Context: an optimization exercise on an open-source flow, tuned for small area, a short achievable clock period and few clock cycles per item. The choices shown serve that exercise and are no tape-out recipe.
In this exercise RTL edits were held to simulation tests only and were not proved equivalent to the original.

// sigmoidLayer
module sigmoidLayer #(
    parameter int NUM_LANES = 10
) (
    input  logic                                 clk,
    input  logic                                 rst,
    input  logic                                 inValid,
    output logic                                 inReady,
    input  sigmoidPkg::preAct_t [NUM_LANES-1:0] inData,
    output logic                                 outValid,
    input  logic                                 outReady,
    output sigmoidPkg::act_t [NUM_LANES-1:0]    outData
);
export LEC_CHECK = 0
export CAP_MARGIN = 20
export CORE_MARGIN = 2
export CORE_UTILIZATION = 55
export CTS_BUF_LIST = sky130_fd_sc_hd__clkbuf_8
export CTS_CLUSTER_SIZE = 30
export PLACE_DENSITY = 0.65
export SETUP_SLACK_MARGIN = 1.7
export SLEW_MARGIN = 20
create_clock -name core_clock -period 4.5 [get_ports {clk}]
standard.sh (not shown) runs the stock make flow with config.mk's settings and CLKGATE_MAP_FILE= SYNTH_SCRIPT=/design/flow/synth_recipe.tcl, a recipe that flattens the netlist after the stock synthesis.
==> flow/flow/run.sh <==
#!/bin/bash
# Standard synthesis, then the combinational logic re-mapped by ABC for area (registers kept
# as the standard synthesis made them), then the standard layout from floorplan to finish.
set -euo pipefail
W=$(pwd)
R=$W/orfs/results/${FLOW_PLATFORM}/sigmoidLayer/base
L=$W/orfs/logs/${FLOW_PLATFORM}/sigmoidLayer/base
LIB=$FLOW_HOME/platforms/${FLOW_PLATFORM}/lib/sky130_fd_sc_hd__tt_025C_1v80.lib

# 1. The standard synthesis
bash standard.sh $R/1_2_yosys.v > $W/log_1_synth.txt 2>&1
cp $R/1_2_yosys.v $W/std_1_2_yosys.v

# 2. Re-map the combinational cells for area
python3 $W/flow/mkmap.py $LIB $W/comb_cells.v > $W/log_2_mkmap.txt 2>&1
DONTUSE=$(grep -o -- "-dont_use [A-Za-z0-9_]*" $L/1_2_yosys.log | sort -u | tr '\n' ' ')
if [[ -f $W/flow/remap.abc ]]; then
  cp $W/flow/remap.abc $W/remap.abc
else
  printf 'strash\ndch -f\nmap -a\ntopo\nstime -p\n' > $W/remap.abc
fi
# The logic from the registers to the outputs may get its own (faster) mapping first
OUTPASS=""
if [[ -f $W/flow/remap_out.abc ]]; then
  cp $W/flow/remap_out.abc $W/remap_out.abc
  OUTPASS="select -set oc o:outData %ci*:-sky130_fd_sc_hd__edfxtp_1
abc -liberty $LIB $DONTUSE -script $W/remap_out.abc @oc
select -clear"
fi
# One remap per seed of the area script (4 at a time); keep the smallest
SEEDS=${REMAP_SEEDS:-$(cat $W/flow/remap_seeds 2>/dev/null || echo 1)}
for S in $SEEDS; do
  sed "s/-S [0-9]*/-S $S/" $W/remap.abc > $W/remap_s$S.abc
  cat > $W/remap_s$S.ys <<EOS
read_liberty -lib $LIB
read_verilog $W/std_1_2_yosys.v
hierarchy -top $FLOW_TOP
techmap -map $W/comb_cells.v
techmap
opt -purge
$OUTPASS
abc -liberty $LIB $DONTUSE -script $W/remap_s$S.abc
opt_clean -purge
hilomap -singleton -hicell sky130_fd_sc_hd__conb_1 HI -locell sky130_fd_sc_hd__conb_1 LO
insbuf -buf sky130_fd_sc_hd__buf_4 A X
splitnets
opt_clean -purge
tee -o $W/remap_s$S.stat stat -liberty $LIB
write_verilog -noattr -noexpr -nohex -nodec $W/remap_s$S.v
EOS
  yosys -s $W/remap_s$S.ys > $W/log_2_remap_s$S.txt 2>&1 &
  while (( $(jobs -r | wc -l) >= 4 )); do sleep 1; done
done
wait
BEST=""; BESTA=""
for S in $SEEDS; do
  A=$(grep -o "Chip area for module .*: [0-9.]*" $W/remap_s$S.stat | awk '{print $NF}')
  echo "seed $S area $A" >> $W/log_2_remap_pick.txt
  if [[ -z "$BEST" ]] || python3 -c "import sys; sys.exit(0 if $A < $BESTA else 1)"; then BEST=$S; BESTA=$A; fi
done
echo "picked seed $BEST area $BESTA" >> $W/log_2_remap_pick.txt
cp $W/remap_s$BEST.v $W/remap_1_2_yosys.v
cp $W/remap_1_2_yosys.v $R/1_2_yosys.v
touch $R/1_2_yosys.v

if [[ -f $W/flow/skip_tie_fanout ]]; then export SKIP_REPAIR_TIE_FANOUT=1; fi
export BUFFER_PORTS_ARGS="-buffer_cell ${PORT_BUFFER:-sky130_fd_sc_hd__buf_1}"
bash standard.sh > $W/log_3_layout.txt 2>&1
==> flow/flow/remap.abc <==
strash
&get -n
&deepsyn -S 1 -T 120
&put
dch -f
map -D 1200
topo
stime -p
==> flow/flow/remap_seeds <==
1 2 3 4
==> flow/flow/skip_tie_fanout <==
tie cells: one for all constant outputs
Other scripts of this flow, unchanged in this note and not shown: flow/flow/mkmap.py, flow/flow/remap_out.abc
Testbench counts at the start, summed over its fixed seeds: cycles 16,008, beats 16,000.
Rerun with:
--- a/flow/flow/run.sh
+++ b/flow/flow/run.sh
@@ -30,5 +30 @@
-# One remap per seed of the area script (4 at a time); keep the smallest
-SEEDS=${REMAP_SEEDS:-$(cat $W/flow/remap_seeds 2>/dev/null || echo 1)}
-for S in $SEEDS; do
-  sed "s/-S [0-9]*/-S $S/" $W/remap.abc > $W/remap_s$S.abc
-  cat > $W/remap_s$S.ys <<EOS
+cat > $W/remap.ys <<EOS
@@ -42 +38 @@
-abc -liberty $LIB $DONTUSE -script $W/remap_s$S.abc
+abc -liberty $LIB $DONTUSE -script $W/remap.abc
@@ -48,2 +44,2 @@
-tee -o $W/remap_s$S.stat stat -liberty $LIB
-write_verilog -noattr -noexpr -nohex -nodec $W/remap_s$S.v
+stat -liberty $LIB
+write_verilog -noattr -noexpr -nohex -nodec $W/remap_1_2_yosys.v
@@ -51,12 +47 @@
-  yosys -s $W/remap_s$S.ys > $W/log_2_remap_s$S.txt 2>&1 &
-  while (( $(jobs -r | wc -l) >= 4 )); do sleep 1; done
-done
-wait
-BEST=""; BESTA=""
-for S in $SEEDS; do
-  A=$(grep -o "Chip area for module .*: [0-9.]*" $W/remap_s$S.stat | awk '{print $NF}')
-  echo "seed $S area $A" >> $W/log_2_remap_pick.txt
-  if [[ -z "$BEST" ]] || python3 -c "import sys; sys.exit(0 if $A < $BESTA else 1)"; then BEST=$S; BESTA=$A; fi
-done
-echo "picked seed $BEST area $BESTA" >> $W/log_2_remap_pick.txt
-cp $W/remap_s$BEST.v $W/remap_1_2_yosys.v
+yosys -s $W/remap.ys > $W/log_2_remap.txt 2>&1
@@ -66 +51 @@
-if [[ -f $W/flow/skip_tie_fanout ]]; then export SKIP_REPAIR_TIE_FANOUT=1; fi
+# 3. The standard layout, with the smallest buffer on the ports
==> flow/flow/remap.abc (replaced) <==
strash
&get -n
&deepsyn -S 1 -T 120
&put
dch -f
map -D 1500
topo
stime -p
- CORE_UTILIZATION: 55 -> 40
- CTS_BUF_LIST: sky130_fd_sc_hd__clkbuf_8 -> not set
- CTS_CLUSTER_SIZE: 30 -> not set
- PLACE_DENSITY: 0.65 -> 0.6
- SETUP_SLACK_MARGIN: 1.7 -> 1.5
removed: flow/flow/remap_seeds
removed: flow/flow/skip_tie_fanout
Effect:
- wire length goes up by 1.3%
- non-clock buffer count goes up by 4
- worst setup slack got worse by 0.20 ns
- final area goes up by 6.1%

-- afterwards: timing with drivers on the ports --
The flow's constraints put no driver on any port. The routed layouts listed below were extracted and timed again, unchanged, in two steps. Step 1 (the two cells are an assumption about what drives the block):
set clk [get_ports {clk}]
set_driving_cell -lib_cell sky130_fd_sc_hd__clkbuf_16 $clk
set_driving_cell -lib_cell sky130_fd_sc_hd__buf_2 [delete_from_list [all_inputs] $clk]
Step 2, shift: input delay + t, output delay - t, t = (earliest + latest rising clock arrival at the registers) / 2. This alone moves slack from input paths to output paths. Slacks: ideal ports / drivers / drivers and shift; pairs: ideal ports / drivers.
run | shift t [ns] | setup WS [ns] | worst hold slack (ns) | latest minus earliest clock arrival (ns) | pins driven straight from the clock port
the first run | 0.416 | 1.822 / 1.786 / 1.408 | 0.540 / 0.540 / 0.540 | 0.017 / 0.017 | 1
the second run | 0.389 | 1.618 / 1.641 / 1.253 | 0.547 / 0.547 / 0.547 | 0.008 / 0.009 | 1
After both steps setup and hold are still met in every run listed. For the first run, which loses most, drivers alone change the setup slack by -0.036 ns; drivers and shift together by -0.414 ns.
